This design comes from an exercise in tuning for small area and few clock cycles on the open sky130 flow, not from production work.
The RTL was checked by simulation tests, not by an equivalence proof against the original design.
The clock input has no modelled driver; a real chip could not lean on it and would need a root buffer or a full tree.

Setup of run 1:
==> module vlsu_load_top, before the edit <==
module vlsu_load_top #(
  parameter int unsigned NrLanes   = vlsu_pkg::NrLanesDef,
  parameter int unsigned MetaDepth = 2,
  parameter int unsigned LaneDepth = 4
) (
  input  logic                       clk_i,
  input  logic                       rst_ni,
  input  logic                       axi_r_valid_i,
  output logic                       axi_r_ready_o,
  input  logic [32:0]                axi_r_i,
  input  logic                       txn_valid_i,
  output logic                       txn_ready_o,
  input  logic [16:0]                txn_i,
  input  logic                       meta_valid_i,
  output logic                       meta_ready_o,
  input  logic [9:0]                 meta_i,
  output logic                       wb_valid_o,
  input  logic                       wb_ready_i,
  output logic [23:0]                wb_o,
  output logic [$clog2(NrLanes)-1:0] wb_lane_o
);
  vlsu_pkg::axi_r_t    axi_r;
  vlsu_pkg::txn_ctrl_t txn;
  vlsu_pkg::meta_t     meta;
  assign axi_r = axi_r_i;
  assign txn   = txn_i;
  assign meta  = meta_i;
  logic       busy_q;           
  logic [3:0] ptr_q;            
  logic       first_q;          
  logic [3:0] row_q;            
  logic       mid_q;            
  logic [2:0] idx_q;            
  logic [2:0][3:0] buf_q;       
  logic [3:0] start_ptr, ptr, row;
  logic [1:0] lo, f, lane;
  logic       mid, active;
  assign start_ptr = meta.vstart[3:0] << meta.sew;
  assign active    = meta_valid_i;
  assign ptr       = busy_q ? ptr_q : start_ptr;
  assign lo        = (busy_q && !first_q) ? 2'd0 : start_ptr[1:0];
  assign row       = busy_q ? row_q : 4'd0;
  assign mid       = busy_q && mid_q;
  assign f         = ptr[1:0];
  assign lane      = ptr[3:2];
  logic [2:0] lower, idx, s;
  logic [3:0] upper, t;
  logic [4:0] d;
  logic       final_beat, close, beat_v;
  assign beat_v     = axi_r_valid_i && active;
  assign final_beat = txn.is_final && axi_r.last;
  assign lower      = txn.is_head ? txn.head_nb : 3'd0;
  assign upper      = axi_r.last ? txn.lb_nb : 4'd8;
  assign idx        = mid ? idx_q : lower;
  assign t          = {1'b0, idx} + {2'b0, ~f} + 4'd1;
  assign d          = {1'b0, upper} - {1'b0, t};
  assign close      = !d[4];
  assign s          = t[2:0] + 3'd4;
  logic [7:0][3:0] bnib;
  logic [3:0][3:0] rot;
  assign bnib = axi_r.data;
  logic [7:0][3:0] r1, r2;
  always_comb begin
    for (int unsigned i = 0; i < 8; i++) begin
      r1[i]  = s[0] ? bnib[(i + 1) % 8] : bnib[i];
    end
    for (int unsigned i = 0; i < 8; i++) begin
      r2[i]  = s[1] ? r1[(i + 2) % 8] : r1[i];
    end
    for (int unsigned i = 0; i < 4; i++) begin
      rot[i] = s[2] ? r2[i + 4] : r2[i];
    end
  end
  logic [2:0][3:0] buf_in;
  always_comb begin
    for (int unsigned p = 0; p < 3; p++) begin
      buf_in[p] = (s[2] ^ close) ? r2[p + 4] : r2[p];
    end
  end
  logic [3:0][3:0] out_nb;
  logic [3:0]      be;
  always_comb begin
    for (int unsigned i = 0; i < 4; i++) begin
      out_nb[i] = (i < 3 && i < 32'(f)) ? buf_q[i % 3] : rot[i];
      be[i]     = (i >= 32'(lo)) && (close || (i < 32'(d[1:0])));
    end
  end
  logic wr, do_step, take, done, stash;
  assign wr      = beat_v && (close || final_beat);
  assign do_step = beat_v && (!wr || wb_ready_i);
  assign stash   = close && !final_beat && (d[3:2] == 2'b00);
  assign take    = do_step && (close ? (stash || d == 5'd0) : 1'b1);
  assign done    = take && final_beat;
  assign meta_ready_o  = done;
  assign axi_r_ready_o = take;
  assign txn_ready_o   = take;
  assign wb_valid_o = wr;
  assign wb_o       = {out_nb, be, row};
  assign wb_lane_o  = lane;
  always_ff @(posedge clk_i or negedge rst_ni) begin
    if (!rst_ni) begin
      busy_q <= 1'b0;
    end else begin
      busy_q <= (busy_q || do_step) && !done;
    end
  end
  always_ff @(posedge clk_i) begin
    ptr_q <= ptr;
    first_q <= !busy_q || first_q;
    row_q <= row;
    mid_q <= mid;
    if (do_step) begin
      ptr_q[1:0] <= (close && !stash) ? 2'd0 : d[1:0];
      mid_q      <= !take;
      if (close) begin
        ptr_q[3:2] <= lane + 2'd1;
        first_q    <= 1'b0;
        row_q      <= (lane == 2'd3) ? row + 4'd1 : row;
      end
    end
    if (do_step) begin
      idx_q <= t[2:0];
      for (int unsigned p = 0; p < 3; p++) begin
        if (close || p >= 32'(f)) begin
          buf_q[p] <= buf_in[p];
        end
      end
    end
  end
endmodule
export LEC_CHECK = 0
export CAP_MARGIN = 20
export CORE_MARGIN = 2
export CORE_UTILIZATION = 60
export GPL_TIMING_DRIVEN = 0
export PLACE_DENSITY = 0.8
export SLEW_MARGIN = 20
create_clock -name core_clock -period 10.0 [get_ports {clk_i}]
standard.sh (not shown) runs the stock make flow with config.mk's settings and CLKGATE_MAP_FILE= SYNTH_SCRIPT=/design/flow/synth_recipe.tcl, a recipe that flattens the netlist after the stock synthesis.
==> flow/flow/run.sh <==
#!/bin/bash
# Standard ORFS layout with three changes: ABC maps the logic with its
# area-oriented mapper (flow/abc_area.script in place of abc_speed.script),
# the port buffers are made of the smallest buffer cell, and the clock is
# distributed by a single clkbuf_16 at the centre of the registers
# (flow/one_clkbuf.tcl, run as the PRE_CTS_TCL hook) instead of a tree.
set -euo pipefail
rm -rf scripts_abc
cp -r "$FLOW_HOME/scripts" scripts_abc
cp flow/abc_area.script scripts_abc/abc_speed.script
bash standard.sh SCRIPTS_DIR="$PWD/scripts_abc" \
  BUFFER_PORTS_ARGS="-buffer_cell sky130_fd_sc_hd__buf_1" \
  PRE_CTS_TCL="$PWD/flow/one_clkbuf.tcl" ONE_CLKBUF_CELL=sky130_fd_sc_hd__clkbuf_16 \
  finish > standard_flow.log 2>&1
==> flow/flow/abc_area.script <==
strash
dch
amap
strash
dch
amap
==> flow/flow/one_clkbuf.tcl <==
# Pre-CTS hook: the design has few registers, so one clock buffer placed at
# the centre of the registers drives them all, in place of TritonCTS's tree.
set block [ord::get_db_block]
set dbu [$block getDbUnitsPerMicron]
set clk_net [$block findNet clk_i]
set sx 0
set sy 0
set n 0
foreach it [$clk_net getITerms] {
  lassign [[$it getInst] getLocation] x y
  set sx [expr {$sx + $x}]
  set sy [expr {$sy + $y}]
  incr n
}
set cx [expr {double($sx) / $n / $dbu}]
set cy [expr {double($sy) / $n / $dbu}]
puts "one_clkbuf: $n clock sinks, buffer at ($cx, $cy)"
insert_buffer -buffer_cell $::env(ONE_CLKBUF_CELL) -net clk_i \
  -location [list $cx $cy] -buffer_name clkbuf_root -net_name clknet_root
rename clock_tree_synthesis tritoncts_unused
proc clock_tree_synthesis { args } {
  puts "one_clkbuf: clock tree is the single root buffer"
  set_propagated_clock [all_clocks]
}
Testbench counts of run 1, summed over its fixed seeds: cycles 14,178.
The following lists how run 2 was set up differently from run 1:
==> flow/design.v, changed modules only <==
module vlsu_load_top #(
  parameter int unsigned NrLanes   = vlsu_pkg::NrLanesDef,
  parameter int unsigned MetaDepth = 2,
  parameter int unsigned LaneDepth = 4
) (
  input  logic                       clk_i,
  input  logic                       rst_ni,
  input  logic                       axi_r_valid_i,
  output logic                       axi_r_ready_o,
  input  logic [32:0]                axi_r_i,
  input  logic                       txn_valid_i,
  output logic                       txn_ready_o,
  input  logic [16:0]                txn_i,
  input  logic                       meta_valid_i,
  output logic                       meta_ready_o,
  input  logic [9:0]                 meta_i,
  output logic                       wb_valid_o,
  input  logic                       wb_ready_i,
  output logic [23:0]                wb_o,
  output logic [$clog2(NrLanes)-1:0] wb_lane_o
);
  vlsu_pkg::axi_r_t    axi_r;
  vlsu_pkg::txn_ctrl_t txn;
  vlsu_pkg::meta_t     meta;
  assign axi_r = axi_r_i;
  assign txn   = txn_i;
  assign meta  = meta_i;
  logic       busy_q;           
  logic [3:0] ptr_q;            
  logic       first_q;          
  logic [3:0] row_q;            
  logic [2:0] idx_q;            
  logic [2:0][3:0] buf_q;       
  logic [3:0] start_ptr, ptr, row;
  logic [1:0] lo, f, lane;
  logic       mid, active;
  assign start_ptr = meta.vstart[3:0] << meta.sew;
  assign active    = meta_valid_i;
  assign ptr       = busy_q ? ptr_q : start_ptr;
  assign lo        = (busy_q && !first_q) ? 2'd0 : start_ptr[1:0];
  assign row       = busy_q ? row_q : 4'd0;
  assign mid       = busy_q && (idx_q != 3'd0);
  assign f         = ptr[1:0];
  assign lane      = ptr[3:2];
  logic [2:0] lower, idx, s;
  logic [3:0] upper, t;
  logic [3:0] d;
  logic       final_beat, close, beat_v;
  assign beat_v     = axi_r_valid_i && active;
  assign final_beat = txn.is_final && axi_r.last;
  assign lower      = txn.is_head ? txn.head_nb : 3'd0;
  assign upper      = axi_r.last ? txn.lb_nb : 4'd8;
  assign idx        = mid ? idx_q : lower;
  assign t          = {1'b0, idx} + {2'b0, ~f} + 4'd1;
  assign d          = upper - t;
  assign close      = !d[3];
  assign s          = t[2:0] + 3'd4;
  logic [7:0][3:0] bnib;
  logic [3:0][3:0] rot;
  assign bnib = axi_r.data;
  logic [7:0][3:0] r1, r2;
  always_comb begin
    for (int unsigned i = 0; i < 8; i++) begin
      r1[i]  = s[0] ? bnib[(i + 1) % 8] : bnib[i];
    end
    for (int unsigned i = 0; i < 8; i++) begin
      r2[i]  = s[1] ? r1[(i + 2) % 8] : r1[i];
    end
    for (int unsigned i = 0; i < 4; i++) begin
      rot[i] = s[2] ? r2[i + 4] : r2[i];
    end
  end
  logic [2:0][3:0] buf_in;
  always_comb begin
    for (int unsigned p = 0; p < 3; p++) begin
      buf_in[p] = (s[2] ^ close) ? r2[p + 4] : r2[p];
    end
  end
  logic [3:0][3:0] out_nb;
  logic [3:0]      be;
  always_comb begin
    for (int unsigned i = 0; i < 4; i++) begin
      out_nb[i] = (i < 3 && i < 32'(f)) ? buf_q[i % 3] : rot[i];
      be[i]     = (i >= 32'(lo)) && (close || (i < 32'(d[1:0])));
    end
  end
  logic wr, do_step, take, done, stash;
  assign wr      = beat_v && (close || final_beat);
  assign do_step = beat_v && (!wr || wb_ready_i);
  assign stash   = close && !final_beat && (d[3:2] == 2'b00);
  assign take    = do_step && (close ? (stash || d == 4'd0) : 1'b1);
  assign done    = take && final_beat;
  assign meta_ready_o  = done;
  assign axi_r_ready_o = take;
  assign txn_ready_o   = take;
  assign wb_valid_o = wr;
  assign wb_o       = {out_nb, be, row};
  assign wb_lane_o  = lane;
  always_ff @(posedge clk_i or negedge rst_ni) begin
    if (!rst_ni) begin
      busy_q <= 1'b0;
    end else begin
      busy_q <= (busy_q || do_step) && !done;
    end
  end
  always_ff @(posedge clk_i) begin
    ptr_q <= ptr;
    first_q <= !busy_q || first_q;
    row_q <= row;
    if (do_step) begin
      ptr_q[1:0] <= (close && !stash) ? 2'd0 : d[1:0];
      if (close) begin
        ptr_q[3:2] <= lane + 2'd1;
        first_q    <= 1'b0;
        row_q      <= (lane == 2'd3) ? row + 4'd1 : row;
      end
    end
    if (do_step) begin
      idx_q <= take ? 3'd0 : t[2:0];
      for (int unsigned p = 0; p < 3; p++) begin
        if (close || p >= 32'(f)) begin
          buf_q[p] <= buf_in[p];
        end
      end
    end
  end
endmodule
Results
Run 2 ends up with lower vertical die dimension than run 1 does.
Compared with run 1, run 2 has extra setup slack.
Number of logic stages on the critical path including buffering: higher on run 1
What run 1 reported for number of different library cells in the post-synthesis netlist has to be multiplied by 0.867 to get the figure for run 2.
Final area, run 2 and run 1, lower one = run 2.
Diff run 1 -> run 2 | met2 wire length | down by a little under 10%
Wire length of the first global-routing pass delta (run 2 − run 1): unfavourable
Relative to run 1, the sequential cell count of run 2 is lower by about 4%.
Testbench counts of run 2, summed over its fixed seeds: cycles 14,178.
No run of this note takes its clock network from TritonCTS; it comes from the design's own scripts or RTL.

-- what the ideal ports hide --
The results above use ideal ports. As a check the final layouts listed here were re-extracted and re-timed, cells and wires unchanged.
Step 1, drivers: a clkbuf_16 drives clk_i and a buf_2 each remaining input, both assumed.
Step 2, shift: input delay + t, output delay - t, t = (earliest + latest rising clock arrival at the registers) / 2. This alone moves slack from input paths to output paths.
a / b / c = ideal ports / drivers / drivers and shift; a / b = the first two.
run | t, ns | slack for setup (ns) | hold WS [ns] | pins driven straight from the clock port
run 1 | 0.189 | 0.557 / 0.534 / 0.534 | 0.479 / 0.479 / 0.479 | 1
run 2 | 0.188 | 1.039 / 1.017 / 1.017 | 0.486 / 0.486 / 0.486 | 1
After both steps every run listed still meets setup and hold. The setup slack of run 1, which loses most, moves by -0.023 ns with the drivers and by -0.023 ns with both steps.
